Background: an optimization exercise with open tools, aiming at small area, a short achievable clock period and few clock cycles. Do not read the settings as production practice.
At most, simulation tests tie the RTL to the original design; equivalence was not proved.
The RTL of runs 2 to 4 was laid out without a check of its function.
Power figures rest on the tool's default switching activity, not on a simulated workload.

**flow/design.v**
```verilog
`default_nettype none
module alu (
    input  wire        is_r_i,     
    input  wire        is_i_i,     
    input  wire [2:0]  f3_i,
    input  wire        f7z_i,      
    input  wire        f7s_i,      
    input  wire [31:0] a_i,        
    input  wire [31:0] b_i,        
    output logic [31:0] result_o
);
    wire [2:0] f3 = f3_i;
    wire do_sub = ~is_i_i & (f7s_i | (f3 == 3'b010));
    wire arith  = (f3 == 3'b000);
    wire use_p  = (f3 == 3'b000) | (f3 == 3'b100) | (f3 == 3'b110);
    wire use_g  = f3[1] & f3[2];
    wire do_sll = (f3 == 3'b001);
    wire is_slt = (f3 == 3'b010);
    logic [31:0] p, g, carry, shn;
    for (genvar i = 0; i < 32; i++) begin : g_pg
        alu_pg u_pg (.a_i (a_i[i]), .b_i (b_i[i]), .sub_i (do_sub), .p_o (p[i]), .g_o (g[i]));
    end
    alu_carry u_carry (.p_i (p), .g_i (g), .cin_i (do_sub), .c_o (carry));
    logic [31:0] st [6];
    assign st[0] = a_i;
    for (genvar k = 0; k < 5; k++) begin : g_st
        for (genvar i = 0; i < 32; i++) begin : g_bit
            if (i >= (1 << k)) begin : g_mux
                sh_mux u_mux (.a_i (st[k][i]), .b_i (st[k][i - (1 << k)]), .s_i (b_i[k]),
                              .y_o (st[k + 1][i]));
            end else if (k % 2 == 0) begin : g_fill_t
                sh_fill_t u_fill (.a_i (st[k][i]), .s_i (b_i[k]), .y_o (st[k + 1][i]));
            end else begin : g_fill_n
                sh_fill_n u_fill (.a_i (st[k][i]), .s_i (b_i[k]), .y_o (st[k + 1][i]));
            end
        end
    end
    assign shn = st[5];
    wire lt = (a_i[31] ^ b_i[31]) ? a_i[31] : (p[31] ^ carry[31]);
    alu_res0 u_res0 (.p_i (p[0]), .g_i (g[0]), .c_i (carry[0]), .shn_i (shn[0]),
                     .set_i (is_slt & lt), .use_p_i (use_p), .use_g_i (use_g),
                     .arith_i (arith), .sll_i (do_sll), .r_o (result_o[0]));
    for (genvar i = 1; i < 32; i++) begin : g_res
        alu_res u_res (.p_i (p[i]), .g_i (g[i]), .c_i (carry[i]), .shn_i (shn[i]),
                       .use_p_i (use_p), .use_g_i (use_g), .arith_i (arith), .sll_i (do_sll),
                       .r_o (result_o[i]));
    end
endmodule
module alu_pg (
    input  wire  a_i,
    input  wire  b_i,
    input  wire  sub_i,
    output wire  p_o,
    output wire  g_o
);
    wire bx = b_i ^ sub_i;
    assign p_o = a_i ^ bx;
    assign g_o = a_i & bx;
endmodule
module alu_carry (
    input  wire [31:0] p_i,
    input  wire [31:0] g_i,
    input  wire        cin_i,
    output logic [31:0] c_o
);
    logic [31:0] gg, pp;
    always_comb begin
        gg = g_i;
        pp = p_i;
        gg[0] = g_i[0] | (p_i[0] & cin_i);
        for (int l = 1; l < 32; l = l * 2) begin
            for (int i = 2 * l - 1; i < 32; i = i + 2 * l) begin
                gg[i] = gg[i] | (pp[i] & gg[i - l]);
                pp[i] = pp[i] & pp[i - l];
            end
        end
        for (int l = 8; l >= 1; l = l / 2) begin
            for (int i = 3 * l - 1; i < 32; i = i + 2 * l) begin
                gg[i] = gg[i] | (pp[i] & gg[i - l]);
                pp[i] = pp[i] & pp[i - l];
            end
        end
        c_o = {gg[30:0], 1'b0} | {31'd0, cin_i};
    end
endmodule
module sh_mux (
    input  wire a_i,
    input  wire b_i,
    input  wire s_i,
    output wire y_o
);
    assign y_o = ~(s_i ? b_i : a_i);
endmodule
module sh_fill_t (
    input  wire a_i,
    input  wire s_i,
    output wire y_o
);
    assign y_o = ~(a_i & ~s_i);
endmodule
module sh_fill_n (
    input  wire a_i,
    input  wire s_i,
    output wire y_o
);
    assign y_o = ~(a_i | s_i);
endmodule
module alu_res (
    input  wire p_i,
    input  wire g_i,
    input  wire c_i,
    input  wire shn_i,
    input  wire use_p_i,
    input  wire use_g_i,
    input  wire arith_i,
    input  wire sll_i,
    output wire r_o
);
    wire lg = (p_i & use_p_i) | (g_i & use_g_i);
    assign r_o = sll_i ? ~shn_i : (lg ^ (c_i & arith_i));
endmodule
module alu_res0 (
    input  wire p_i,
    input  wire g_i,
    input  wire c_i,
    input  wire shn_i,
    input  wire set_i,
    input  wire use_p_i,
    input  wire use_g_i,
    input  wire arith_i,
    input  wire sll_i,
    output wire r_o
);
    wire lg = (p_i & use_p_i) | (g_i & use_g_i);
    assign r_o = (sll_i ? ~shn_i : (lg ^ (c_i & arith_i))) | set_i;
endmodule
`default_nettype wire
`default_nettype none
module reg_file (
    input  wire        clk_i,
    input  wire        reset,
    input  wire [4:0]  addr_i,     
    output logic [31:0] lo_o,      
    output logic [31:0] hi_o,      
    output logic [15:0] match_o,   
    input  wire        wr_en_i,    
    input  wire [15:0] drop_i,     
    input  wire [3:0]  idx_i,
    input  wire [4:0]  wr_tag_i,
    input  wire [31:0] wr_data_i
);
    logic [15:0] valid_q;
    logic [4:0]  tag_q  [16];
    logic [31:0] data_q [16];
    logic [15:0] match;
    logic [15:0] sel;
    logic [15:0] keep;
    for (genvar i = 0; i < 16; i++) begin : g_match
        tag_eq u_eq (.tag_i (tag_q[i]), .addr_i (addr_i), .eq_o (match[i]));
    end
    always_comb begin
        lo_o = '0;
        hi_o = '0;
        for (int i = 0; i < 16; i++) begin
            sel[i]   = (idx_i == i[3:0]);
            if (i < 8) lo_o = lo_o | (data_q[i] & {32{match[i]}});
            else       hi_o = hi_o | (data_q[i] & {32{match[i]}});
        end
    end
    assign match_o = match;
    always_ff @(posedge clk_i or posedge reset) begin
        if (reset) begin
            valid_q <= '0;
        end else begin
            for (int i = 0; i < 16; i++) begin
                if (wr_en_i && sel[i])                 valid_q[i] <= 1'b1;
                else if (wr_en_i && drop_i[i])          valid_q[i] <= 1'b0;
            end
        end
    end
    always_comb begin
        for (int i = 0; i < 16; i++) keep[i] = valid_q[i] & ~(wr_en_i & drop_i[i]);
    end
    for (genvar i = 0; i < 16; i++) begin : g_entry
        for (genvar j = 0; j < 5; j++) begin : g_tag
            rf_bit u_bit (
                .clk_i  (clk_i),
                .hold_i (keep[i]),
                .we_i   (wr_en_i & sel[i]),
                .d_i    (wr_tag_i[j]),
                .q_o    (tag_q[i][j])
            );
        end
        for (genvar j = 0; j < 32; j++) begin : g_data
            rf_bit u_bit (
                .clk_i  (clk_i),
                .hold_i (keep[i]),
                .we_i   (wr_en_i & sel[i]),
                .d_i    (wr_data_i[j]),
                .q_o    (data_q[i][j])
            );
        end
    end
endmodule
`default_nettype wire
`default_nettype none
module rf_bit (
    input  wire  clk_i,
    input  wire  hold_i,
    input  wire  we_i,
    input  wire  d_i,
    output logic q_o
);
    always_ff @(posedge clk_i) begin
        q_o <= (q_o & hold_i) | (d_i & we_i);
    end
endmodule
`default_nettype wire
`default_nettype none
module tag_eq (
    input  wire [4:0] tag_i,
    input  wire [4:0] addr_i,
    output wire       eq_o
);
    assign eq_o = (tag_i == addr_i);
endmodule
`default_nettype wire
`default_nettype none
module cpu_lite_top (
    input  wire        clk_i,
    input  wire        reset,
    input  wire        host_valid_i,
    input  wire [7:0]  host_byte_i,
    input  wire [4:0]  reg_sel_i,
    input  wire [1:0]  byte_sel_i,
    output wire [7:0]  value_o,
    output wire        is_positive_o,
    output wire        done_o
);
    logic        loading_q;    
    logic        done_q;
    logic [1:0]  phase_q;      
    logic [4:0]  count_q;      
    logic        kept_q;       
    logic        wr_q;         
    logic        is_r_q;       
    logic        is_i_q;       
    logic        rd0_q;        
    logic [7:0]  b1_q;         
    logic [3:0]  b2_q;         
    logic [7:0]  b3_q;         
    logic [31:0] a_q;          
    logic [15:0] drop_q;       
    wire start_seen = host_valid_i & ~loading_q & ~done_q & (host_byte_i == 8'hFE);
    wire end_seen   = host_valid_i & loading_q & (phase_q == 2'd0) & (host_byte_i == 8'hFF);
    wire data_stb   = host_valid_i & loading_q & ~end_seen;
    wire last_byte  = data_stb & (phase_q == 2'd3);
    wire kept       = ~count_q[4];
    wire [4:0] rd = {b1_q[3:0], rd0_q};
    logic [31:0] rdata;
    logic [31:0] rd_lo, rd_hi;    
    logic [15:0] match;
    logic [31:0] result;
    logic f3_ok_r, f3_ok_i;
    wire  f7z = (host_byte_i[7:1] == 7'b0000000);
    wire  f7s = (host_byte_i[7:1] == 7'b0100000);
    always_comb begin
        case (b1_q[6:4])
            3'b000:  f3_ok_r = f7z | f7s;
            3'b001, 3'b010, 3'b100, 3'b110, 3'b111: f3_ok_r = f7z;
            default: f3_ok_r = 1'b0;
        endcase
        f3_ok_i = (b1_q[6:4] == 3'b000) | (b1_q[6:4] == 3'b110) | (b1_q[6:4] == 3'b111);
    end
    wire writes = ((is_r_q & f3_ok_r) | (is_i_q & f3_ok_i)) & (rd != 5'd0);
    wire wr_en = wr_q;
    always_ff @(posedge clk_i or posedge reset) begin
        if (reset) begin
            loading_q <= 1'b0;
            done_q    <= 1'b0;
            phase_q   <= 2'd0;
            count_q   <= 5'd0;
            kept_q    <= 1'b0;
            wr_q      <= 1'b0;
        end else begin
            if (start_seen) loading_q <= 1'b1;
            if (end_seen) begin
                loading_q <= 1'b0;
                done_q    <= 1'b1;
            end
            if (data_stb) phase_q <= phase_q + 2'd1;
            if (kept_q) count_q <= count_q + 5'd1;
            kept_q <= last_byte & kept;
            wr_q   <= last_byte & kept & writes;
        end
    end
    always_ff @(posedge clk_i) begin
        b3_q   <= host_byte_i;
        drop_q <= match;
    end
    wire ld0 = data_stb & (phase_q == 2'd0);
    wire ld1 = data_stb & (phase_q == 2'd1);
    wire ld2 = data_stb & (phase_q == 2'd2);
    wire [2:0] b0_d = {host_byte_i[7], host_byte_i[6:0] == 7'b0010011,
                       host_byte_i[6:0] == 7'b0110011};
    logic [2:0] b0_q;
    assign is_r_q = b0_q[0];
    assign is_i_q = b0_q[1];
    assign rd0_q  = b0_q[2];
    for (genvar j = 0; j < 3; j++) begin : g_b0
        rf_bit u_bit (.clk_i (clk_i), .hold_i (~ld0), .we_i (ld0), .d_i (b0_d[j]), .q_o (b0_q[j]));
    end
    for (genvar j = 0; j < 8; j++) begin : g_b1
        rf_bit u_bit (.clk_i (clk_i), .hold_i (~ld1), .we_i (ld1), .d_i (host_byte_i[j]),
                      .q_o (b1_q[j]));
    end
    for (genvar j = 0; j < 4; j++) begin : g_b2
        rf_bit u_bit (.clk_i (clk_i), .hold_i (~ld2), .we_i (ld2), .d_i (host_byte_i[4 + j]),
                      .q_o (b2_q[j]));
    end
    for (genvar j = 0; j < 32; j++) begin : g_a
        rf_bit u_bit (.clk_i (clk_i), .hold_i (~ld2), .we_i (ld2), .d_i (rdata[j]), .q_o (a_q[j]));
    end
    wire sel_host = ~loading_q;
    wire sel_rs1  = loading_q & (phase_q == 2'd2);
    wire sel_rd   = loading_q & (phase_q == 2'd3);
    wire sel_rs2  = loading_q & wr_q & ~is_i_q;
    wire [4:0] rs2 = {b3_q[0], b2_q};
    wire [4:0] from_regs = ({5{sel_rd}} & rd) | ({5{sel_rs2}} & rs2) |
                           {4'd0, sel_rs1 & b1_q[7]};
    wire [4:0] addr;
    assign addr[0] = (sel_host & reg_sel_i[0]) | from_regs[0];
    for (genvar k = 1; k < 5; k++) begin : g_addr
        addr_bit u_addr (
            .host_i  (sel_host),
            .sel_i   (reg_sel_i[k]),
            .rs1_i   (sel_rs1),
            .byte_i  (host_byte_i[k - 1]),
            .regs_i  (from_regs[k]),
            .addr_o  (addr[k])
        );
    end
    wire [31:0] imm = {{20{b3_q[7]}}, b3_q, b2_q};
    wire [31:0] opb = rdata | (imm & {32{is_i_q}});
    alu u_alu (
        .is_r_i   (is_r_q),
        .is_i_i   (is_i_q),
        .f3_i     (b1_q[6:4]),
        .f7z_i    (b3_q[7:1] == 7'b0000000),
        .f7s_i    (b3_q[7:1] == 7'b0100000),
        .a_i      (a_q),
        .b_i      (opb),
        .result_o (result)
    );
    reg_file u_reg_file (
        .clk_i     (clk_i),
        .reset     (reset),
        .addr_i    (addr),
        .lo_o      (rd_lo),
        .hi_o      (rd_hi),
        .match_o   (match),
        .wr_en_i   (wr_en),
        .drop_i    (drop_q),
        .idx_i     (count_q[3:0]),
        .wr_tag_i  (rd),
        .wr_data_i (result)
    );
    wire [3:0] bsel = 4'b0001 << byte_sel_i;
    byte_pick u_byte_pick (
        .lo_i    (rd_lo),
        .hi_i    (rd_hi),
        .sel_i   (bsel),
        .byte_o  (value_o)
    );
    assign rdata         = rd_lo | rd_hi;
    assign is_positive_o = ~rdata[31];
    assign done_o        = done_q;
endmodule
`default_nettype wire
`default_nettype none
module byte_pick (
    input  wire [31:0] lo_i,
    input  wire [31:0] hi_i,
    input  wire [3:0]  sel_i,
    output wire [7:0]  byte_o
);
    wire [31:0] w = lo_i | hi_i;
    assign byte_o = (w[7:0] & {8{sel_i[0]}}) | (w[15:8] & {8{sel_i[1]}}) |
                    (w[23:16] & {8{sel_i[2]}}) | (w[31:24] & {8{sel_i[3]}});
endmodule
`default_nettype wire
`default_nettype none
module addr_bit (
    input  wire host_i,
    input  wire sel_i,
    input  wire rs1_i,
    input  wire byte_i,
    input  wire regs_i,
    output wire addr_o
);
    assign addr_o = (host_i & sel_i) | (rs1_i & byte_i) | regs_i;
endmodule
`default_nettype wire
```
**flow/flow/run.sh**
```bash
#!/bin/bash
# Standard layout, with fast buffers on the ports.
set -euo pipefail
bash standard.sh "BUFFER_PORTS_ARGS=-buffer_cell sky130_fd_sc_hd__buf_4" SETUP_SLACK_MARGIN=6 finish > standard_make.log 2>&1
```
**flow/standard.sh**
```bash
#!/bin/bash
# synth_recipe.tcl (not shown) runs the flow's synth.tcl, then flattens the netlist and writes it again
# the make line also repeats each setting of config.mk as NAME=value (left out here)
make -C /OpenROAD-flow-scripts/flow DESIGN_CONFIG=/design/flow/config.mk WORK_HOME=/design/flow/orfs CLKGATE_MAP_FILE= SYNTH_SCRIPT=/design/flow/synth_recipe.tcl "${@:-finish}"
```
**flow/config.mk**
```make
export PLATFORM = sky130hd
export DESIGN_NAME = cpu_lite_top
export DESIGN_NICKNAME = cpu_lite_top
export VERILOG_FILES = /design/flow/design.v
export SDC_FILE = /design/flow/constraint.sdc
export NUM_CORES = 8
export LEC_CHECK = 0
export CAP_MARGIN = 20
export CORE_MARGIN = 2
export CORE_UTILIZATION = 50
export CTS_BUF_LIST = sky130_fd_sc_hd__clkbuf_8
export CTS_CLUSTER_DIAMETER = 60
export CTS_CLUSTER_SIZE = 16
export PLACE_DENSITY = 0.6
export SETUP_SLACK_MARGIN = 5
export SLEW_MARGIN = 20
export SYNTH_HIERARCHICAL = 1
export TNS_END_PERCENT = 5
```
**flow/constraint.sdc**
```tcl
create_clock -name core_clock -period 14.0 [get_ports {clk_i}]
set_input_delay 2.8000 -clock core_clock [delete_from_list [all_inputs] [get_ports {clk_i}]]
set_output_delay 2.8000 -clock core_clock [all_outputs]
set_load 0.01 [all_outputs]
```
==> results by group, run 1 <==
Layout
  • Layout cell share with drive strength beyond 1: 0.1586
  • P&R area growth vs syn: 13.91%
  • Most frequent cells in the layout: dfxtp_1 (663), a22o_1 (639), a22oi_1 (252)
  • Most common cell after layout, fill and taps aside: dfxtp_1
  • Layout Utilization: 0.5777
  • Final instance area: 32700 um^2
  • Final net count: ~2700

Synth
  • Mapped Cells: roughly 2600
  • Cell area after synthesis: 28710 um^2
  • Syn. warnings: 17
  • Syn Nets: ~2600
  • Syn Area/Cell: approximately 11 um^2

Timing
  • Setup TNS: 0 ps
  • Final min period: 8159 ps
  • Final Hold Fails: 0
  • Final max-slew violation count: 0
  • Worst setup margin: 5841 ps
  • Final setup viols: 0
  • Worst rel slew slack: 0.1141
  • FMAX: around 120 MHz
  • Worst Skew: roughly 56 ps
  • Worst slew pin tran: 1326 ps
  • RSZ-0062 raised after global routing: yes
  • Fin crit share: 0.5828

Placement
  • Pre-CTS setup slack: between 4000 and 5000 ps
  • Number of port buffers: 27
  • Post-DP Area: roughly 30000 um^2
  • Routability cong.: 0.8585
  • DP Wirelength: a little over 60000 um

Power and ir drop
  • Worst IR Drop VDD: about 0.25 mV
  • Leak: about 12 nW
  • Post-layout power: 5.834 mW
  • PwrDens: between 150 and 200 nW/um^2

Worst setup path
  • Reg2reg setup slack: around 7000 ps
  • Worst path max stage delay: between 400 and 500 ps
  • CP Max Fanout: 16
  • Critical path depth: 12
  • Worst Setup Start Kind: input port
  • WP data required: roughly 11000 ps
  • Worst setup path class: input port to output port
  • CP cell instances: buf_4 -> a221o_4 -> xnor2_2 -> nand3_2 -> nor3_4 -> buf_12 -> clkbuf_16 -> a22oi_1 -> nand4_1 -> o21ai_2 -> nand4_1 -> buf_4
  • Crit. Startpoint: host_byte_i[0]
  • Worst Path Arrival: roughly 5400 ps
  • Setup crit end: value_o[4]
  • Slowest CP cell: a221o_4
  • Reg2reg path depth: 24
  • Worst R2R End: u_reg_file.g_entry[8].g_data[29].u_bit.q_o
  • Reg2reg start: g_b0[1].u_bit.q_o
  • Worst Path Buf+Inv: 4
  • CP delay by family, top: compound AO/OA/AOI/OAI gates
  • CP endpoint kind: output port

Die
  • Row cnt: between 80 and 90
  • Height of the die: 243.6 um
  • Core ar.: 56600 um^2
  • Starting Density: 0.5071
  • Chip Width: 243.6 um
  • Io pins: 28
  • Die ar.: a little under 60000 um^2

Detailed routing
  • Via count: between 20000 and 25000
  • Vias/cell: between 6 and 7
  • Routed Antenna Nets: 0
  • Wire per inst: just under 30 um
  • Total wire length: around 100000 um
  • Drc violations: 0
  • Initial DRC count: around 2600
  • Pre-Repair DR Iteration Count: 6

Clock tree
  • Hold Buf Count CTS: 0
  • Htree depth: 2
  • CTS max path bufs: 3
  • Root Driver: clkbuf_8
  • Reg clk slew, reported paths: about 100 ps
  • TritonCTS Buffers: 53
  • Sink Count: 690
  • Worst skew pair latency: roughly 700 ps
  • CTS tree: built

GRT
  • Initial antenna violation count: 2
  • First-pass GRT wire length: between 150000 and 200000 um
  • GRT Total Usage: 0.3316
  • Largest net degree at the start of global routing: 64
  • Gr ovfl total: 0
  • Vias in the first global route: around 23000

Flow run
  • Max Cap Viol: 0

Worst hold path
  • Hold Path Depth: 1
  • Hold Path Class: flop to flop

Run status
  • Outcome: finished clean
[worst min-delay path by stage]
stage,startpoint,endpoint
finish,count_q[4],count_q[4]
global route,u_reg_file.g_entry[1].g_data[5].u_bit.q_o,u_reg_file.g_entry[1].g_data[5].u_bit.q_o
CTS,u_reg_file.g_entry[1].g_data[5].u_bit.q_o,u_reg_file.g_entry[1].g_data[5].u_bit.q_o
detailed placement,u_reg_file.g_entry[13].g_data[28].u_bit.q_o,u_reg_file.g_entry[13].g_data[28].u_bit.q_o
global placement,u_reg_file.g_entry[1].g_data[31].u_bit.q_o,u_reg_file.g_entry[1].g_data[31].u_bit.q_o
floorplan,count_q[4],count_q[4]
[final cells by class]
| cell class | instances | area [um^2] |
|---|---|---|
| tap | 756 | 945.9 |
| clock inverter | 18 | 172.7 |
| multi-input combinational | 1789 | 15360 |
| fill | 4866 | 23900 |
| inverter | 22 | 82.58 |
| antenna | 1 | 2.502 |
| sequential | 690 | 13950 |
| clock buffer | 57 | 784.5 |
| timing repair buffer | 136 | 1399 |
[routing by layer]
metal  wire length [um]  GRT usage
met5                 12          0
met3               7831    0.04814
met4               4858     0.1487
met2              45980     0.5181
met1              44400     0.4556
[per-stage QoR]
step | hold WS, ps | instances
6_report | 490.8 | 3469
4_1_cts | 494.9 | 3448
3_5_place_dp | 470.8 | 3363
3_3_place_gp | 466.3 | 3362
5_1_grt | 503.6 | 3469
2_1_floorplan | 439.0 | 2555
[sequential cells by signal, indices dropped and copies added, names as in the netlist, 5 cells and up]
register	count
g_b1.u_bit.q_o	8
u_reg_file.g_entry.g_tag.u_bit.q_o	80
u_reg_file.g_entry.g_data.u_bit.q_o	512
drop_q	16
count_q	5
g_a.u_bit.q_o	32
b3_q	8
u_reg_file.valid_q	16
[power breakdown]
part / internal, mW / switching [mW]
clock network: 0.415 / 0.674
registers: 2.02 / 0.123
logic: 0.726 / 1.87
[repair_timing]
action                                  in CTS  in global routing
cloned                                       1                  6
pin swaps                                    8                 32
setup buffers                                9                 11
resized for setup                           75                 55
endpoints found under the setup margin      41                153
Testbench counts, summed over its fixed seeds: cycles 11,399.
==> run 2: changes to the inputs <==
--- a/flow/design.v
+++ b/flow/design.v
@@ -149,7 +149,7 @@
     input  wire [4:0]  wr_tag_i,
     input  wire [31:0] wr_data_i
 );
-    logic [15:0] valid_q;
+    logic [15:0] valid;
     logic [4:0]  tag_q  [16];
     logic [31:0] data_q [16];
     logic [15:0] match;
@@ -168,18 +168,11 @@
         end
     end
     assign match_o = match;
-    always_ff @(posedge clk_i or posedge reset) begin
-        if (reset) begin
-            valid_q <= '0;
-        end else begin
-            for (int i = 0; i < 16; i++) begin
-                if (wr_en_i && sel[i])                 valid_q[i] <= 1'b1;
-                else if (wr_en_i && drop_i[i])          valid_q[i] <= 1'b0;
-            end
-        end
-    end
     always_comb begin
-        for (int i = 0; i < 16; i++) keep[i] = valid_q[i] & ~(wr_en_i & drop_i[i]);
+        for (int i = 0; i < 16; i++) begin
+            valid[i] = |tag_q[i];
+            keep[i]  = valid[i] & ~reset & ~(wr_en_i & drop_i[i]);
+        end
     end
     for (genvar i = 0; i < 16; i++) begin : g_entry
         for (genvar j = 0; j < 5; j++) begin : g_tag
==> run 2 against run 1 <==
Compared with the run above: setup slack got worse by 57 ps; final area is 0.24% higher; largest cell class unchanged; synthesized cell count decreased by 0.12%; critical path type unchanged; register-to-register slack got worse by 230 ps; critical path depth decreased by 1; die area is 0.69% lower.
==> results by group, run 2 <==
Detailed routing
  • Total wire length: 101900 um (was 103100 um)
  • Vias/cell: 7.024 (was 6.976)
  • Drc violations: 0 (unchanged)
  • Pre-Repair DR Iteration Count: 6 (unchanged)
  • Via count: 24550 (was 24200)
  • Routed Antenna Nets: 0 (unchanged)
  • Initial DRC count: 2733 (was 2637)
  • Wire per inst: 29.14 um (was 29.72 um)

Timing
  • Worst Skew: 55.48 ps (was 56.21 ps)
  • Final Hold Fails: 0 (unchanged)
  • Final min period: 8216 ps (was 8159 ps)
  • RSZ-0062 raised after global routing: yes (unchanged)
  • Worst rel slew slack: 0.2352 (was 0.1141)
  • Final max-slew violation count: 0 (unchanged)
  • Final setup viols: 0 (unchanged)
  • Fin crit share: 0.5868 (was 0.5828)
  • Worst slew pin tran: 1146 ps (was 1326 ps)
  • FMAX: 121.7 MHz (was 122.6 MHz)
  • Setup TNS: 0 ps (unchanged)
  • Worst setup margin: 5784 ps (was 5841 ps)
  • Hold WS: 487.1 ps (was 490.8 ps)

Placement
  • DP Cell Count: 3363 (unchanged)
  • Pre-CTS setup slack: 4819 ps (was 4871 ps)
  • DP Wirelength: 60030 um (was 60860 um)
  • Routability cong.: 0.9490 (was 0.8585)
  • Post-DP Area: 30540 um^2 (was 30790 um^2)
  • Number of port buffers: 27 (unchanged)

GRT
  • Largest net degree at the start of global routing: 69 (was 64)
  • Met2 usage: 0.5160 (was 0.5181)
  • GRT Total Usage: 0.3358 (was 0.3316)
  • M1 GR Usage: 0.4719 (was 0.4556)
  • Vias in the first global route: 23500 (was 23480)
  • First-pass GRT wire length: 152000 um (was 150900 um)
  • Initial antenna violation count: 2 (unchanged)
  • GRT met3 Usage: 0.06701 (was 0.04814)
  • Gr ovfl total: 0 (unchanged)
  • GRT Max-Usage Layer: met2 (unchanged)

Clock tree
  • Reg clk slew, reported paths: 80 ps (was 100 ps)
  • Hold Buf Count CTS: 0 (unchanged)
  • CTS max path bufs: 3 (unchanged)
  • Worst skew pair latency: 730 ps (was 710 ps)
  • Htree depth: 2 (unchanged)
  • TritonCTS Buffers: 54 (was 53)
  • Root Driver: clkbuf_8 (unchanged)
  • CTS tree: built (unchanged)
  • Sink Count: 674 (was 690)

Layout
  • Final instance area: 32780 um^2 (was 32700 um^2)
  • Most frequent cells in the layout: dfxtp_1 (663), a22o_1 (639), a22oi_1 (253) (was dfxtp_1 (663), a22o_1 (639), a22oi_1 (252))
  • Largest Register: u_reg_file.g_entry.g_data.u_bit.q_o (unchanged)
  • Largest regs: u_reg_file.g_entry.g_data.u_bit.q_o: 512 flops, u_reg_file.g_entry.g_tag.u_bit.q_o: 80 flops, g_a.u_bit.q_o: 32 flops (unchanged)
  • P&R area growth vs syn: 14.99% (was 13.91%)
  • Most common cell after layout, fill and taps aside: dfxtp_1 (unchanged)
  • Final net count: 2771 (was 2747)
  • Max FFs per register: 512 (unchanged)
  • Non-filler cells, final: 3495 (was 3469)
  • Layout cell share with drive strength beyond 1: 0.1670 (was 0.1586)

Synth
  • Mapped Cells: 2552 (was 2555)
  • Syn. warnings: 17 (unchanged)
  • Syn Area/Cell: 11.17 um^2 (was 11.24 um^2)
  • Syn Nets: 2607 (was 2610)
  • Cell area after synthesis: 28500 um^2 (was 28710 um^2)

Flow run
  • Max Cap Viol: 0 (unchanged)

Die
  • Starting Density: 0.5055 (was 0.5071)
  • Die ar.: 58930 um^2 (was 59350 um^2)
  • Row cnt: 87 (unchanged)
  • Height of the die: 242.8 um (was 243.6 um)
  • Io pins: 28 (unchanged)
  • Chip Width: 242.8 um (was 243.6 um)
  • Core ar.: 56390 um^2 (was 56600 um^2)

Worst setup path
  • Slowest CP cell: a221o_4 (unchanged)
  • CP Max Fanout: 33 (was 16)
  • CP cell instances: buf_6 -> a221o_4 -> buf_16 -> xor2_2 -> nor3_4 -> buf_8 -> a22oi_1 -> nand4_1 -> o21ai_1 -> nand4_1 -> buf_4 (was buf_4 -> a221o_4 -> xnor2_2 -> nand3_2 -> nor3_4 -> buf_12 -> clkbuf_16 -> a22oi_1 -> nand4_1 -> o21ai_2 -> nand4_1 -> buf_4)
  • Worst path max stage delay: 450 ps (was 470 ps)
  • Worst setup path class: input port to output port (unchanged)
  • Critical path's most frequent cell: nand4_1
  • Worst Setup Start Kind: input port (unchanged)
  • CP endpoint kind: output port (unchanged)
  • Worst Path Arrival: 5420 ps (was 5360 ps)
  • WP data required: 11200 ps (about the same)

Worst hold path
  • Hold Path Class: flop to flop (unchanged)

Power and ir drop
  • PwrDens: 180.3 nW/um^2 (was 178.4 nW/um^2)
  • Leak: 12.22 nW (was 12.32 nW)
  • Worst IR Drop VDD: 0.2222 mV (was 0.2483 mV)

Run status
  • Outcome: finished clean (unchanged)
run 2: cell count changes in the layout (fill, tap and decap cells not counted), moves of 16 or more:
cell and delta:
a221oi_4 +18, o21bai_1 -16, a21boi_4 -16, dfrtp_1 -16, nor2_1 +16, nor3_1 +16
run 2: critical path, delay by kind of cell:
family          cells  cell delay [ps]
buf+inv             4              670
simple gates        3              580
compound gates      3             1110
xor+xnor            1              210
run 2: power by group:
part / internal, mW / switching (mW) / total, mW
Clock: 0.422 / 0.688 / 1.11
Sequential: 1.97 / 0.106 / 2.08
Combinational: 0.801 / 1.92 / 2.72
Total: 3.20 / 2.71 / 5.91
run 2: path summary, 6_finish.rpt:
path	start	slack, ps	cells after the start	endpoint
min in group asynchronous	reset	2360	2	count_q[3]
worst min register to register	u_reg_file.g_entry[10].g_data[17].u_bit.q_o	490	1	u_reg_file.g_entry[10].g_data[17].u_bit.q_o
worst min-delay path	u_reg_file.g_entry[10].g_data[17].u_bit.q_o	490	1	u_reg_file.g_entry[10].g_data[17].u_bit.q_o
max in group asynchronous	reset	11240	2	wr_q
worst max-delay path	reg_sel_i[3]	5780	11	value_o[1]
worst max register to register	wr_q	6590	26	u_reg_file.g_entry[10].g_data[27].u_bit.q_o
run 2: layer usage:
layer,part of all wire,vias to the layer above
li1,-,10650
met1,0.44,12520
met2,0.44,1187
met3,0.090,185
met4,0.030,2
met5,0.00011,-
run 2: through the flow:
stage | util | power (mW)
4_1_cts | 0.5785 | 5.824
5_1_grt | 0.5812 | 6.078
6_report | 0.5813 | 5.909
2_1_floorplan | - | 3.330
3_3_place_gp | 0.5415 | 4.262
3_5_place_dp | 0.5415 | 4.299
run 2: what timing repair did:
item / in CTS / in global routing
gates resized for setup: 129 / 5
buffers inserted: 40 / 3
pin swaps: 37 / 18
cloned: 5 / 0
endpoints found under the setup margin: 116 / 150
run 2: final cells by class:
cell class                      instances  area, um^2
Fill cell                            4831       23610
Multi-Input combinational cell       1799       15510
Sequential cell                       674       13550
Timing Repair Buffer                  164        1698
Tap cell                              756       945.9
Clock buffer                           57       784.5
Clock inverter                         19       201.4
Inverter                               23       86.33
Antenna cell                            3       7.507
==> run 3: changes to the inputs <==
--- a/flow/design.v
+++ b/flow/design.v
@@ -139,7 +139,7 @@
 module reg_file (
     input  wire        clk_i,
     input  wire        reset,
-    input  wire [4:0]  addr_i,     
+    input  wire [4:0]  addr_n_i,   
     output logic [31:0] lo_o,      
     output logic [31:0] hi_o,      
     output logic [15:0] match_o,   
@@ -149,14 +149,14 @@
     input  wire [4:0]  wr_tag_i,
     input  wire [31:0] wr_data_i
 );
-    logic [15:0] valid;
+    logic [15:0] valid_q;
     logic [4:0]  tag_q  [16];
     logic [31:0] data_q [16];
     logic [15:0] match;
     logic [15:0] sel;
     logic [15:0] keep;
     for (genvar i = 0; i < 16; i++) begin : g_match
-        tag_eq u_eq (.tag_i (tag_q[i]), .addr_i (addr_i), .eq_o (match[i]));
+        tag_eq u_eq (.tag_i (tag_q[i]), .addr_n_i (addr_n_i), .eq_o (match[i]));
     end
     always_comb begin
         lo_o = '0;
@@ -168,12 +168,19 @@
         end
     end
     assign match_o = match;
-    always_comb begin
-        for (int i = 0; i < 16; i++) begin
-            valid[i] = |tag_q[i];
-            keep[i]  = valid[i] & ~reset & ~(wr_en_i & drop_i[i]);
+    always_ff @(posedge clk_i or posedge reset) begin
+        if (reset) begin
+            valid_q <= '0;
+        end else begin
+            for (int i = 0; i < 16; i++) begin
+                if (wr_en_i && sel[i])                 valid_q[i] <= 1'b1;
+                else if (wr_en_i && drop_i[i])          valid_q[i] <= 1'b0;
+            end
         end
     end
+    always_comb begin
+        for (int i = 0; i < 16; i++) keep[i] = valid_q[i] & ~(wr_en_i & drop_i[i]);
+    end
     for (genvar i = 0; i < 16; i++) begin : g_entry
         for (genvar j = 0; j < 5; j++) begin : g_tag
             rf_bit u_bit (
@@ -212,10 +219,10 @@
 `default_nettype none
 module tag_eq (
     input  wire [4:0] tag_i,
-    input  wire [4:0] addr_i,
+    input  wire [4:0] addr_n_i,
     output wire       eq_o
 );
-    assign eq_o = (tag_i == addr_i);
+    assign eq_o = (tag_i == ~addr_n_i);
 endmodule
 `default_nettype wire
 `default_nettype none
@@ -321,8 +328,8 @@
     wire [4:0] rs2 = {b3_q[0], b2_q};
     wire [4:0] from_regs = ({5{sel_rd}} & rd) | ({5{sel_rs2}} & rs2) |
                            {4'd0, sel_rs1 & b1_q[7]};
-    wire [4:0] addr;
-    assign addr[0] = (sel_host & reg_sel_i[0]) | from_regs[0];
+    wire [4:0] addr_n;    
+    assign addr_n[0] = ~((sel_host & reg_sel_i[0]) | from_regs[0]);
     for (genvar k = 1; k < 5; k++) begin : g_addr
         addr_bit u_addr (
             .host_i  (sel_host),
@@ -330,7 +337,7 @@
             .rs1_i   (sel_rs1),
             .byte_i  (host_byte_i[k - 1]),
             .regs_i  (from_regs[k]),
-            .addr_o  (addr[k])
+            .addr_n_o (addr_n[k])
         );
     end
     wire [31:0] imm = {{20{b3_q[7]}}, b3_q, b2_q};
@@ -348,7 +355,7 @@
     reg_file u_reg_file (
         .clk_i     (clk_i),
         .reset     (reset),
-        .addr_i    (addr),
+        .addr_n_i  (addr_n),
         .lo_o      (rd_lo),
         .hi_o      (rd_hi),
         .match_o   (match),
@@ -389,8 +396,8 @@
     input  wire rs1_i,
     input  wire byte_i,
     input  wire regs_i,
-    output wire addr_o
+    output wire addr_n_o
 );
-    assign addr_o = (host_i & sel_i) | (rs1_i & byte_i) | regs_i;
+    assign addr_n_o = ~((host_i & sel_i) | (rs1_i & byte_i) | regs_i);
 endmodule
 `default_nettype wire
==> run 3 against run 2 <==
Compared with the run above: register-to-register slack gained 380 ps; core utilization grew 0.11 points; count of clock-buffer cells in the layout grew 1; critical path depth grew 3; die area grew 0.76%; wire length grew 11%; cell count grew 0.31%; global-route usage grew 2.2 points; setup slack gained 30 ps; critical path type unchanged; largest power group unchanged.
==> results by group, run 3 <==
Run status
  • Outcome: finished clean (unchanged)

Synth
  • Syn Nets: 2610 (was 2607)
  • Mapped Cells: 2555 (was 2552)
  • Cell area after synthesis: 28730 um^2 (was 28500 um^2)
  • Syn Area/Cell: 11.24 um^2 (was 11.17 um^2)
  • Syn. warnings: 17 (unchanged)

GRT
  • Gr ovfl total: 0 (unchanged)
  • Initial antenna violation count: 4 (was 2)
  • GRT Total Usage: 0.3576 (was 0.3358)
  • Vias in the first global route: 23720 (was 23500)
  • First-pass GRT wire length: 159600 um (was 152000 um)
  • Largest net degree at the start of global routing: 70 (was 69)

Worst setup path
  • CP endpoint kind: output port (unchanged)
  • Worst path max stage delay: 340 ps (was 450 ps)
  • Critical path's most frequent cell: buf_4 (was nand4_1)
  • Worst Path Arrival: 5390 ps (was 5420 ps)
  • Worst setup path class: input port to output port (unchanged)
  • Worst R2R End: u_reg_file.g_entry[12].g_data[0].u_bit.q_o (was u_reg_file.g_entry[10].g_data[27].u_bit.q_o)
  • Slowest CP cell: o21ai_2 (was a221o_4)
  • Reg2reg start: g_b0[1].u_bit.q_o (was wr_q)
  • CP cell instances: buf_4 -> a221oi_4 -> buf_6 -> clkbuf_16 -> buf_4 -> xnor2_2 -> nor3_4 -> buf_12 -> buf_16 -> a22oi_2 -> nand4_1 -> o21ai_2 -> nand4_1 -> buf_4 (was buf_6 -> a221o_4 -> buf_16 -> xor2_2 -> nor3_4 -> buf_8 -> a22oi_1 -> nand4_1 -> o21ai_1 -> nand4_1 -> buf_4)
  • Reg2reg path depth: 30 (was 26)
  • Crit. Startpoint: host_byte_i[1] (was reg_sel_i[3])
  • WP data required: 11200 ps (about the same)
  • Reg2reg setup slack: 6970 ps (was 6590 ps)
  • Setup crit end: value_o[3] (was value_o[1])
  • Worst Setup Start Kind: input port (unchanged)
  • CP Max Fanout: 7 (was 33)

Detailed routing
  • Via count: 25050 (was 24550)
  • Initial DRC count: 2745 (was 2733)
  • Pre-Repair DR Iteration Count: 5 (was 6)
  • Drc violations: 0 (unchanged)
  • Routed Antenna Nets: 0 (unchanged)
  • Wire per inst: 32.30 um (was 29.14 um)
  • Vias/cell: 7.145 (was 7.024)
  • Total wire length: 113200 um (was 101900 um)

Layout
  • Register area: 13950 um^2 (was 13550 um^2)
  • P&R area growth vs syn: 14.77% (was 14.99%)
  • Final net count: 2785 (was 2771)
  • Max FFs per register: 512 (unchanged)
  • Most frequent cells in the layout: dfxtp_1 (663), a22o_1 (639), a22oi_1 (249) (was dfxtp_1 (663), a22o_1 (639), a22oi_1 (253))
  • Largest regs: u_reg_file.g_entry.g_data.u_bit.q_o: 512 flops, u_reg_file.g_entry.g_tag.u_bit.q_o: 80 flops, g_a.u_bit.q_o: 32 flops (unchanged)
  • Layout fillers: 4757 (was 4831)
  • Most common cell after layout, fill and taps aside: dfxtp_1 (unchanged)
  • Footprint of the multi-input gates: 15260 um^2 (was 15510 um^2)
  • Largest Register: u_reg_file.g_entry.g_data.u_bit.q_o (unchanged)
  • Layout Utilization: 0.5825 (was 0.5813)
  • Layout cell share with drive strength beyond 1: 0.1655 (was 0.1670)

Timing
  • Worst slew pin tran: 1191 ps (was 1146 ps)
  • Final max-slew violation count: 0 (unchanged)
  • Final min period: 8185 ps (was 8216 ps)
  • Final Hold Fails: 0 (unchanged)
  • FMAX: 122.2 MHz (was 121.7 MHz)
  • Worst Skew: 40.98 ps (was 55.48 ps)
  • Worst rel slew slack: 0.2046 (was 0.2352)
  • RSZ-0062 raised after global routing: yes (unchanged)
  • Final setup viols: 0 (unchanged)
  • Setup TNS: 0 ps (unchanged)
  • Worst setup margin: 5815 ps (was 5784 ps)
  • Fin crit share: 0.5847 (was 0.5868)

Clock tree
  • CTS tree: built (unchanged)
  • Worst skew pair latency: 720 ps (was 730 ps)
  • Reg clk slew, reported paths: 90 ps (was 80 ps)
  • Sink Count: 690 (was 674)
  • CTS max path bufs: 3 (unchanged)
  • Root Driver: clkbuf_8 (unchanged)
  • Htree depth: 2 (unchanged)
  • TritonCTS Buffers: 54 (unchanged)

Die
  • Io pins: 28 (unchanged)
  • Chip Width: 243.7 um (was 242.8 um)
  • Starting Density: 0.5075 (was 0.5055)
  • Die ar.: 59380 um^2 (was 58930 um^2)
  • Core ar.: 56600 um^2 (was 56390 um^2)
  • Height of the die: 243.7 um (was 242.8 um)
  • Row cnt: 87 (unchanged)

Placement
  • Routability cong.: 0.8686 (was 0.9490)
  • Pre-CTS setup slack: 4249 ps (was 4819 ps)
  • DP Wirelength: 62780 um (was 60030 um)
  • Number of port buffers: 27 (unchanged)

Worst hold path
  • Hold Path Class: flop to flop (unchanged)

Power and ir drop
  • Leak: 12.44 nW (was 12.22 nW)
  • PwrDens: 188.2 nW/um^2 (was 180.3 nW/um^2)
  • Worst IR Drop VDD: 0.2011 mV (was 0.2222 mV)

Flow run
  • Max Cap Viol: 0 (unchanged)
[run 3: how the worst min path moves through the flow]
stage                                                     start  depth (start not counted)                                           to  slack [ps]
finish               u_reg_file.g_entry[5].g_data[22].u_bit.q_o                          1   u_reg_file.g_entry[5].g_data[22].u_bit.q_o         490
global route        u_reg_file.g_entry[15].g_data[17].u_bit.q_o                          1  u_reg_file.g_entry[15].g_data[17].u_bit.q_o         500
CTS                  u_reg_file.g_entry[3].g_data[29].u_bit.q_o                          1   u_reg_file.g_entry[3].g_data[29].u_bit.q_o         490
detailed placement   u_reg_file.g_entry[1].g_data[19].u_bit.q_o                          1   u_reg_file.g_entry[1].g_data[19].u_bit.q_o         470
global placement                                         done_q                          1                                       done_q         460
floorplan                                            count_q[4]                          1                                   count_q[4]         440
[run 3: final cells by class]
class                   count  share of cell area
multi-input cells        1788              0.4628
flip-flops and latches    690              0.4231
repair buffers            174             0.05431
well taps                 756             0.02869
clock buffers              58             0.02421
clock inverters            17            0.004288
inverters                  22            0.002505
diodes                      1          0.00007590
[run 3: worst max-delay path: cells and delay by family]
kind                      cells  cell delay (ps)
AOI/OAI and AO/OA             3              730
xor gates and xnor gates      1              130
and+or+nand+nor               3              560
buffers and inverters         7             1140
[run 3: repair_timing]
item / 4_1_cts / 5_1_grt
cloned: 0 / 10
pin swaps: 10 / 23
resized for setup: 83 / 39
hold buffers: 0 / 0
setup endpoints to repair: 377 / 115
buffers inserted: 10 / 36
endpoints found under the hold margin: 0 / 0
[run 3: stage by stage]
stage | hold slack, ps | std cells | power (mW) | instance area, um^2
after floorplan | 439.1 | 2555 | 3.358 | 28850
after global routing | 504.5 | 3506 | 6.316 | 32970
after global placement | 463.3 | 3365 | 4.429 | 30800
final | 490.3 | 3506 | 6.205 | 32970
after detailed placement | 470.8 | 3369 | 4.465 | 30830
after CTS | 494.2 | 3454 | 5.722 | 32160
[run 3: power by group]
group / switching (mW) / internal, mW
Combinational: 2.13 / 0.856
Sequential: 0.115 / 2.02
Clock: 0.698 / 0.388
Total: 2.94 / 3.27
[run 3: per-layer routing]
metal	vias up	GRT usage	part of all wire
met4	4	0.1743	0.052
met1	12690	0.4862	0.41
met2	1428	0.5365	0.43
met3	277	0.07931	0.10
li1	10650	-	-
met5	-	0	0.00016
==> run 4: changes to the inputs <==
==> flow/flow/run.sh (replaced) <==
#!/bin/bash
# Standard layout, with fast buffers on the ports.
set -euo pipefail
bash standard.sh "BUFFER_PORTS_ARGS=-buffer_cell sky130_fd_sc_hd__buf_4" SETUP_SLACK_MARGIN=6.5 finish > standard_make.log 2>&1
==> run 4 against run 3 <==
Compared with the run above: still clean; die area stayed put; register-to-register slack worse by 150 ps; total power up 1.8%; synthesized cell count stayed put; setup slack got worse by 11 ps; critical path type unchanged; critical endpoint is now value_o[5]; largest power group unchanged; highest routed layer is now met4.
==> results by group, run 4 <==
Detailed routing
  • Drc violations: 0 (unchanged)
  • Total wire length: 109400 um (was 113200 um)
  • Via count: 24840 (was 25050)
  • Routed Antenna Nets: 0 (unchanged)
  • Wire per inst: 31.15 um (was 32.30 um)
  • Vias/cell: 7.074 (was 7.145)
  • Pre-Repair DR Iteration Count: 5 (unchanged)
  • Initial DRC count: 2735 (was 2745)

Layout
  • Final net count: 2788 (was 2785)
  • Most common cell after layout, fill and taps aside: dfxtp_1 (unchanged)
  • Largest regs: u_reg_file.g_entry.g_data.u_bit.q_o: 512 flops, u_reg_file.g_entry.g_tag.u_bit.q_o: 80 flops, g_a.u_bit.q_o: 32 flops (unchanged)
  • Layout cell share with drive strength beyond 1: 0.1754 (was 0.1655)
  • Max FFs per register: 512 (unchanged)
  • P&R area growth vs syn: 15.71% (was 14.77%)
  • Largest Register: u_reg_file.g_entry.g_data.u_bit.q_o (unchanged)
  • Most frequent cells in the layout: dfxtp_1 (663), a22o_1 (639), a22oi_1 (234) (was dfxtp_1 (663), a22o_1 (639), a22oi_1 (249))

Worst setup path
  • Slowest CP cell: nand4_1 (was o21ai_2)
  • CP delay by family, top: buffers and inverters (unchanged)
  • Worst Path Buf+Inv: 6 (was 7)
  • Critical path's most frequent cell: buf_4 (unchanged)
  • CP Max Fanout: 15 (was 7)
  • Worst path max stage delay: 280 ps (was 340 ps)
  • WP data required: 11200 ps (about the same)
  • Worst Path Arrival: 5400 ps (was 5390 ps)
  • CP endpoint kind: output port (unchanged)
  • CP cell instances: buf_4 -> a221oi_4 -> buf_6 -> clkbuf_16 -> xnor2_1 -> nor3_4 -> buf_4 -> buf_12 -> a22oi_2 -> nand4_1 -> o21ai_2 -> nand4_1 -> buf_4 (was buf_4 -> a221oi_4 -> buf_6 -> clkbuf_16 -> buf_4 -> xnor2_2 -> nor3_4 -> buf_12 -> buf_16 -> a22oi_2 -> nand4_1 -> o21ai_2 -> nand4_1 -> buf_4)
  • Worst Setup Start Kind: input port (unchanged)
  • Worst setup path class: input port to output port (unchanged)

Die
  • Io pins: 28 (unchanged)
  • Die ar.: 59380 um^2 (unchanged)
  • Row cnt: 87 (unchanged)
  • Height of the die: 243.7 um (unchanged)
  • Starting Density: 0.5075 (unchanged)
  • Chip Width: 243.7 um (unchanged)
  • Core ar.: 56600 um^2 (unchanged)

Synth
  • Mapped Cells: 2555 (unchanged)
  • Syn Area/Cell: 11.24 um^2 (unchanged)
  • Cell area after synthesis: 28730 um^2 (unchanged)
  • Syn. warnings: 17 (unchanged)
  • Syn Nets: 2610 (unchanged)

Timing
  • Worst slew pin tran: 1179 ps (was 1191 ps)
  • Final setup viols: 0 (unchanged)
  • Setup TNS: 0 ps (unchanged)
  • FMAX: 122.0 MHz (was 122.2 MHz)
  • Worst Skew: 47.73 ps (was 40.98 ps)
  • RSZ-0062 raised after global routing: yes (unchanged)
  • Final max-slew violation count: 0 (unchanged)
  • Final min period: 8196 ps (was 8185 ps)
  • Worst rel slew slack: 0.2140 (was 0.2046)
  • Hold WS: 484.9 ps (was 490.3 ps)
  • Fin crit share: 0.5854 (was 0.5847)
  • Final Hold Fails: 0 (unchanged)

Clock tree
  • Worst skew pair latency: 720 ps (about the same)
  • CTS tree: built (unchanged)
  • TritonCTS Buffers: 54 (unchanged)
  • Hold Buf Count CTS: 0 (unchanged)
  • Sink Count: 690 (unchanged)
  • Root Driver: clkbuf_8 (unchanged)
  • CTS max path bufs: 3 (unchanged)
  • Htree depth: 2 (unchanged)
  • Reg clk slew, reported paths: 100 ps (was 90 ps)

GRT
  • First-pass GRT wire length: 157100 um (was 159600 um)
  • Largest net degree at the start of global routing: 69 (was 70)
  • Initial antenna violation count: 4 (unchanged)
  • Vias in the first global route: 23600 (was 23720)
  • GRT Total Usage: 0.3480 (was 0.3576)
  • Gr ovfl total: 0 (unchanged)

Power and ir drop
  • Worst IR Drop VDD: 0.2760 mV (was 0.2011 mV)
  • Leak: 12.52 nW (was 12.44 nW)
  • PwrDens: 190.1 nW/um^2 (was 188.2 nW/um^2)

Placement
  • Number of port buffers: 27 (unchanged)
  • DP Wirelength: 62390 um (was 62780 um)
  • Routability cong.: 0.8808 (was 0.8686)

Run status
  • Outcome: finished clean (unchanged)

Flow run
  • Max Cap Viol: 0 (unchanged)

Worst hold path
  • Hold Path Class: flop to flop (unchanged)
## run 4: area by class of cell
class	count	area, um^2
repair buffers	176	1921
inverters	22	82.58
fillers	4804	23370
well taps	756	945.9
clock buffers	56	770.7
multi-input cells	1789	15380
diodes	2	5.005
clock inverters	20	178.9
flip-flops and latches	690	13950
## run 4: path summary, 6_finish.rpt
check                                   from  cells after the start  slack (ps)                                    endpoint
min in group asynchronous              reset                      2        2120                                  count_q[2]
max in group asynchronous              reset                      2       11330                      u_reg_file.valid_q[10]
min                               count_q[4]                      1         480                                  count_q[4]
max                             reg_sel_i[3]                     13        5800                                  value_o[5]
min reg2reg                       count_q[4]                      1         480                                  count_q[4]
max reg2reg                g_b0[1].u_bit.q_o                     28        6820  u_reg_file.g_entry[5].g_data[19].u_bit.q_o
## run 4: metal layers
| layer | GRT usage | wire (um) | up-vias |
|---|---|---|---|
| met4 | 0.1652 | 5525 | 0 |
| met3 | 0.05915 | 10480 | 250 |
| li1 | - | - | 10660 |
| met2 | 0.5396 | 48360 | 1404 |
| met5 | 0 | 0 | - |
| met1 | 0.4716 | 45000 | 12520 |
## run 4: repair_timing
| action | in CTS | in global routing |
|---|---|---|
| gates cloned | 5 | 12 |
| endpoints found under the setup margin | 351 | 352 |
| gates resized for setup | 108 | 59 |
| pin swaps | 39 | 52 |
| setup buffers | 18 | 26 |
## run 4: through the flow
| step | total power, mW | setup WS, ps | util | area (um^2) | instances |
|---|---|---|---|---|---|
| 2_1_floorplan | 3.359 | 5977 | - | 28850 | 2555 |
| 3_3_place_gp | 4.408 | 5111 | 0.5452 | 30860 | 3368 |
| 3_5_place_dp | 4.434 | 4970 | 0.5458 | 30890 | 3370 |
| 4_1_cts | 5.847 | 5854 | 0.5747 | 32530 | 3469 |
| 5_1_grt | 6.456 | 5765 | 0.5872 | 33240 | 3510 |
| 6_report | 6.318 | 5804 | 0.5872 | 33240 | 3511 |
## run 4: report_power, final
group          switching [mW]  internal, mW
Sequential              0.121          2.02
Clock                   0.693         0.398
Combinational            2.14         0.949
==> run 5: changes to the inputs <==
--- a/flow/design.v
+++ b/flow/design.v
@@ -139,7 +139,7 @@
 module reg_file (
     input  wire        clk_i,
     input  wire        reset,
-    input  wire [4:0]  addr_n_i,   
+    input  wire [4:0]  addr_i,     
     output logic [31:0] lo_o,      
     output logic [31:0] hi_o,      
     output logic [15:0] match_o,   
@@ -156,7 +156,7 @@
     logic [15:0] sel;
     logic [15:0] keep;
     for (genvar i = 0; i < 16; i++) begin : g_match
-        tag_eq u_eq (.tag_i (tag_q[i]), .addr_n_i (addr_n_i), .eq_o (match[i]));
+        tag_eq u_eq (.tag_i (tag_q[i]), .addr_i (addr_i), .eq_o (match[i]));
     end
     always_comb begin
         lo_o = '0;
@@ -219,10 +219,10 @@
 `default_nettype none
 module tag_eq (
     input  wire [4:0] tag_i,
-    input  wire [4:0] addr_n_i,
+    input  wire [4:0] addr_i,
     output wire       eq_o
 );
-    assign eq_o = (tag_i == ~addr_n_i);
+    assign eq_o = (tag_i == addr_i);
 endmodule
 `default_nettype wire
 `default_nettype none
@@ -247,7 +247,7 @@
     logic        is_i_q;       
     logic        rd0_q;        
     logic [7:0]  b1_q;         
-    logic [3:0]  b2_q;         
+    logic [7:0]  b2_q;         
     logic [7:0]  b3_q;         
     logic [31:0] a_q;          
     logic [15:0] drop_q;       
@@ -295,8 +295,8 @@
         end
     end
     always_ff @(posedge clk_i) begin
-        b3_q   <= host_byte_i;
-        drop_q <= match;
+        b3_q <= host_byte_i;
+        a_q  <= rdata;
     end
     wire ld0 = data_stb & (phase_q == 2'd0);
     wire ld1 = data_stb & (phase_q == 2'd1);
@@ -314,33 +314,23 @@
         rf_bit u_bit (.clk_i (clk_i), .hold_i (~ld1), .we_i (ld1), .d_i (host_byte_i[j]),
                       .q_o (b1_q[j]));
     end
-    for (genvar j = 0; j < 4; j++) begin : g_b2
-        rf_bit u_bit (.clk_i (clk_i), .hold_i (~ld2), .we_i (ld2), .d_i (host_byte_i[4 + j]),
+    for (genvar j = 0; j < 8; j++) begin : g_b2
+        rf_bit u_bit (.clk_i (clk_i), .hold_i (~ld2), .we_i (ld2), .d_i (host_byte_i[j]),
                       .q_o (b2_q[j]));
     end
-    for (genvar j = 0; j < 32; j++) begin : g_a
-        rf_bit u_bit (.clk_i (clk_i), .hold_i (~ld2), .we_i (ld2), .d_i (rdata[j]), .q_o (a_q[j]));
+    for (genvar j = 0; j < 16; j++) begin : g_drop
+        rf_bit u_bit (.clk_i (clk_i), .hold_i (~ld2), .we_i (ld2), .d_i (match[j]),
+                      .q_o (drop_q[j]));
     end
     wire sel_host = ~loading_q;
-    wire sel_rs1  = loading_q & (phase_q == 2'd2);
-    wire sel_rd   = loading_q & (phase_q == 2'd3);
+    wire sel_rd   = loading_q & (phase_q == 2'd2);
+    wire sel_rs1  = loading_q & (phase_q == 2'd3);
     wire sel_rs2  = loading_q & wr_q & ~is_i_q;
-    wire [4:0] rs2 = {b3_q[0], b2_q};
-    wire [4:0] from_regs = ({5{sel_rd}} & rd) | ({5{sel_rs2}} & rs2) |
-                           {4'd0, sel_rs1 & b1_q[7]};
-    wire [4:0] addr_n;    
-    assign addr_n[0] = ~((sel_host & reg_sel_i[0]) | from_regs[0]);
-    for (genvar k = 1; k < 5; k++) begin : g_addr
-        addr_bit u_addr (
-            .host_i  (sel_host),
-            .sel_i   (reg_sel_i[k]),
-            .rs1_i   (sel_rs1),
-            .byte_i  (host_byte_i[k - 1]),
-            .regs_i  (from_regs[k]),
-            .addr_n_o (addr_n[k])
-        );
-    end
-    wire [31:0] imm = {{20{b3_q[7]}}, b3_q, b2_q};
+    wire [4:0] rs1 = {b2_q[3:0], b1_q[7]};
+    wire [4:0] rs2 = {b3_q[0], b2_q[7:4]};
+    wire [4:0] from_regs = ({5{sel_rd}} & rd) | ({5{sel_rs1}} & rs1) | ({5{sel_rs2}} & rs2);
+    wire [4:0] addr = ({5{sel_host}} & reg_sel_i) | from_regs;
+    wire [31:0] imm = {{20{b3_q[7]}}, b3_q, b2_q[7:4]};
     wire [31:0] opb = rdata | (imm & {32{is_i_q}});
     alu u_alu (
         .is_r_i   (is_r_q),
@@ -355,7 +345,7 @@
     reg_file u_reg_file (
         .clk_i     (clk_i),
         .reset     (reset),
-        .addr_n_i  (addr_n),
+        .addr_i    (addr),
         .lo_o      (rd_lo),
         .hi_o      (rd_hi),
         .match_o   (match),
@@ -389,15 +379,3 @@
                     (w[23:16] & {8{sel_i[2]}}) | (w[31:24] & {8{sel_i[3]}});
 endmodule
 `default_nettype wire
-`default_nettype none
-module addr_bit (
-    input  wire host_i,
-    input  wire sel_i,
-    input  wire rs1_i,
-    input  wire byte_i,
-    input  wire regs_i,
-    output wire addr_n_o
-);
-    assign addr_n_o = ~((host_i & sel_i) | (rs1_i & byte_i) | regs_i);
-endmodule
-`default_nettype wire
==> run 5 against run 4 <==
Compared with the run above: critical path depth grew 2; still clean on timing, DRC and antenna; sequential cell count grew 4; global-route usage shrank 0.64 points; largest power group is now sequential cells; first-iteration DRC count grew 0.15%; sequential power shrank 3%; synthesized cell count shrank 0.20%; worst hold slack gained 2.6 ps; highest routed layer is now met5.
==> results by group, run 5 <==
Run status
  • Outcome: finished clean (unchanged)

Clock tree
  • Worst skew pair latency: 710 ps (was 720 ps)
  • Root Driver: clkbuf_8 (unchanged)
  • Sink Count: 694 (was 690)
  • Reg clk slew, reported paths: 100 ps (about the same)
  • TritonCTS Buffers: 53 (was 54)
  • CTS max path bufs: 3 (unchanged)
  • Htree depth: 2 (unchanged)
  • CTS tree: built (unchanged)
  • Hold Buf Count CTS: 0 (unchanged)

Detailed routing
  • Via count: 24720 (was 24840)
  • Wire per inst: 30.84 um (was 31.15 um)
  • Initial DRC count: 2739 (was 2735)
  • Total wire length: 108600 um (was 109400 um)
  • Pre-Repair DR Iteration Count: 8 (was 5)
  • Routed Antenna Nets: 0 (unchanged)
  • Drc violations: 0 (unchanged)
  • Vias/cell: 7.023 (was 7.074)

Power and ir drop
  • PwrDens: 124.7 nW/um^2 (was 190.1 nW/um^2)
  • Seq pwr share: 0.496 (was 0.339)
  • Internal power: 2.687 mW (was 3.368 mW)
  • Post-layout power: 4.165 mW (was 6.318 mW)
  • Clock network power share: 0.257 (was 0.173)
  • Sw Share: 0.3550 (was 0.4669)
  • Comb pwr share: 0.247 (was 0.488)
  • Leak: 12.49 nW (was 12.52 nW)
  • Worst IR Drop VDD: 0.09565 mV (was 0.2760 mV)
  • Sw Pwr: 1.479 mW (was 2.950 mW)

Die
  • Row cnt: 87 (unchanged)
  • Io pins: 28 (unchanged)
  • Starting Density: 0.5073 (was 0.5075)
  • Core ar.: 56500 um^2 (was 56600 um^2)
  • Height of the die: 243.4 um (was 243.7 um)
  • Chip Width: 243.4 um (was 243.7 um)
  • Die ar.: 59250 um^2 (was 59380 um^2)

Worst setup path
  • CP Max Fanout: 10 (was 15)
  • Worst path max stage delay: 270 ps (was 280 ps)
  • Critical path's most frequent cell: buf_4 (unchanged)
  • Critical path depth: 15 (was 13)
  • Worst Setup Start Kind: input port (unchanged)
  • Reg2reg path depth: 30 (was 28)
  • CP cell instances: buf_4 -> nor2_2 -> a21oi_4 -> buf_12 -> buf_4 -> xor2_2 -> nor3_4 -> buf_6 -> clkbuf_16 -> buf_12 -> a22oi_2 -> nand4_1 -> o21ai_2 -> nand4_1 -> buf_4 (was buf_4 -> a221oi_4 -> buf_6 -> clkbuf_16 -> xnor2_1 -> nor3_4 -> buf_4 -> buf_12 -> a22oi_2 -> nand4_1 -> o21ai_2 -> nand4_1 -> buf_4)
  • CP delay by family, top: buffers and inverters (unchanged)
  • Slowest CP cell: nand4_1 (unchanged)
  • CP endpoint kind: output port (unchanged)
  • WP data required: 11200 ps (about the same)
  • Worst setup path class: input port to output port (unchanged)
  • Worst Path Buf+Inv: 7 (was 6)
  • Worst Path Arrival: 5410 ps (was 5400 ps)

Layout
  • Layout cell share with drive strength beyond 1: 0.1868 (was 0.1754)
  • P&R area growth vs syn: 16.60% (was 15.71%)
  • Largest Register: u_reg_file.g_entry.g_data.u_bit.q_o (unchanged)
  • Most frequent cells in the layout: dfxtp_1 (667), a22o_1 (627), a22oi_1 (230) (was dfxtp_1 (663), a22o_1 (639), a22oi_1 (234))
  • Largest regs: u_reg_file.g_entry.g_data.u_bit.q_o: 512 flops, u_reg_file.g_entry.g_tag.u_bit.q_o: 80 flops, a_q: 32 flops (was u_reg_file.g_entry.g_data.u_bit.q_o: 512 flops, u_reg_file.g_entry.g_tag.u_bit.q_o: 80 flops, g_a.u_bit.q_o: 32 flops)
  • Most common cell after layout, fill and taps aside: dfxtp_1 (unchanged)
  • Non-filler cells, final: 3520 (was 3511)
  • Max FFs per register: 512 (unchanged)
  • Final net count: 2796 (was 2788)
  • Final instance area: 33410 um^2 (was 33240 um^2)

Flow run
  • Max Cap Viol: 0 (unchanged)

GRT
  • Initial antenna violation count: 2 (was 4)
  • Vias in the first global route: 23760 (was 23600)
  • GRT Total Usage: 0.3416 (was 0.3480)
  • Gr ovfl total: 0 (unchanged)
  • First-pass GRT wire length: 154500 um (was 157100 um)
  • Largest net degree at the start of global routing: 64 (was 69)

Timing
  • Worst Skew: 33.43 ps (was 47.73 ps)
  • Final min period: 8212 ps (was 8196 ps)
  • RSZ-0062 raised after global routing: yes (unchanged)
  • FMAX: 121.8 MHz (was 122.0 MHz)
  • Final max-slew violation count: 0 (unchanged)
  • Final setup viols: 0 (unchanged)
  • Fin crit share: 0.5866 (was 0.5854)
  • Setup TNS: 0 ps (unchanged)
  • Worst rel slew slack: 0.1105 (was 0.2140)
  • Worst slew pin tran: 1332 ps (was 1179 ps)
  • Final Hold Fails: 0 (unchanged)

Placement
  • Number of port buffers: 27 (unchanged)
  • DP Cell Count: 3361 (was 3370)
  • Post-DP Area: 30880 um^2 (was 30890 um^2)
  • DP Wirelength: 64270 um (was 62390 um)
  • Routability cong.: 0.8784 (was 0.8808)

Synth
  • Syn. warnings: 17 (unchanged)
  • Cell area after synthesis: 28660 um^2 (was 28730 um^2)
  • Syn Nets: 2605 (was 2610)
  • Syn Area/Cell: 11.24 um^2 (about the same)
  • Mapped Cells: 2550 (was 2555)

Worst hold path
  • Hold Path Depth: 1 (unchanged)
  • Hold Path Class: flop to flop (unchanged)
[run 5: cell types whose count changed in the layout (fill, tap and decap cells not counted), sizes merged, moves of 2 or more]
cell,change
a22o,-12
nand2,+2
a21oi,+5
a222oi,+4
o21ai,+3
clkinv,+3
xor2,-16
a221oi,-4
inv,-3
buf,+17
dfxtp,+4
xnor2,+16
a22oi,-4
[run 5: layout make-up]
cell class	count	area, um^2
Inverter	21	78.83
Multi-Input combinational cell	1780	15360
Antenna cell	2	5.005
Clock buffer	56	770.7
Fill cell	4631	23080
Tap cell	756	945.9
Clock inverter	20	153.9
Sequential cell	694	14030
Timing Repair Buffer	191	2068
[run 5: worst paths after layout]
| check | end | startpoint | slack [ps] |
|---|---|---|---|
| worst max-delay path | value_o[7] | reg_sel_i[3] | 5790 |
| worst min-delay path | g_b0[0].u_bit.q_o | g_b0[0].u_bit.q_o | 490 |
| worst max register to register | u_reg_file.g_entry[13].g_data[0].u_bit.q_o | g_b0[1].u_bit.q_o | 6740 |
| worst min register to register | g_b0[0].u_bit.q_o | g_b0[0].u_bit.q_o | 490 |
| max in group asynchronous | u_reg_file.valid_q[13] | reset | 11320 |
| min in group asynchronous | phase_q[0] | reset | 2150 |
[run 5: per-stage QoR]
step | hold slack (ps) | utilization | worst slack (ps)
after floorplan | 447.5 | - | 6186
after global placement | 462.8 | 0.5442 | 4914
after detailed placement | 464.7 | 0.5466 | 4740
after CTS | 487.7 | 0.5737 | 5870
after global routing | 505.2 | 0.5915 | 5780
final | 487.5 | 0.5915 | 5788
[run 5: worst reg2reg max path: cells and delay by family, from the launching register on]
| kind | cells | cell delay, ps |
|---|---|---|
| AOI/OAI and AO/OA | 14 | 3050 |
| buffers and inverters | 7 | 1230 |
| and+or+nand+nor | 5 | 1030 |
| DFF | 1 | 1000 |
| xor gates and xnor gates | 3 | 490 |
| adders and majority gates | 1 | 340 |
[run 5: layer usage]
layer | up-vias | share of wire | global-route usage
met4 | 2 | 0.052 | 0.1700
met1 | 12520 | 0.41 | 0.4527
met2 | 1300 | 0.45 | 0.5394
li1 | 10630 | - | -
met5 | - | 0.00012 | 0
met3 | 265 | 0.087 | 0.05750
[run 5: power groups by stage]
stage / clock network (mW) / registers [mW] / logic, mW
floorplan: 0 / 2.08 / 0.546
global placement: 0 / 2.11 / 0.914
detailed placement: 0 / 2.11 / 0.935
CTS: 1.08 / 2.06 / 0.973
global route: 1.15 / 2.07 / 1.08
finish: 1.07 / 2.07 / 1.03
[run 5: what timing repair did]
| item | CTS | global route |
|---|---|---|
| resized for setup | 75 | 96 |
| endpoints found under the setup margin | 409 | 329 |
| endpoints found under the hold margin | 0 | 0 |
| cloned | 1 | 11 |
| pin swaps | 22 | 59 |
| setup buffers | 28 | 40 |
Testbench counts of run 5, summed over its fixed seeds: cycles 11,399.

-- afterwards: timing with drivers on the ports --
The flow's constraints put no driver on any port. The routed layouts listed below were extracted and timed again, unchanged, in two steps.
Step 1 (the two cells are an assumption about what drives the block):
set clk [get_ports {clk_i}]
set_driving_cell -lib_cell sky130_fd_sc_hd__clkbuf_16 $clk
set_driving_cell -lib_cell sky130_fd_sc_hd__buf_2 [delete_from_list [all_inputs] $clk]
Step 2 adds t to the input delays and takes it off the output delays; t is the mean of the earliest and latest rising clock arrival at the registers after step 1. Input paths then give back, and output paths get back, about the clock's delay inside the block.
Slacks: ideal / step 1 / step 2; pairs: ideal / step 1.
run | t (ns) | setup slack, ns | worst register clock-pin slew, ns
run 1 | 0.749 | 5.841 / 5.806 / 5.380 | 0.11 / 0.11
run 2 | 0.764 | 5.784 / 5.750 / 5.191 | 0.11 / 0.11
run 3 | 0.754 | 5.815 / 5.787 / 5.531 | 0.11 / 0.11
run 4 | 0.758 | 5.804 / 5.781 / 5.420 | 0.11 / 0.11
run 5 | 0.746 | 5.788 / 5.754 / 5.619 | 0.11 / 0.11
After both steps every run listed still meets setup and hold. For run 2, which loses most, drivers alone change the setup slack by -0.034 ns; drivers and shift together by -0.593 ns.
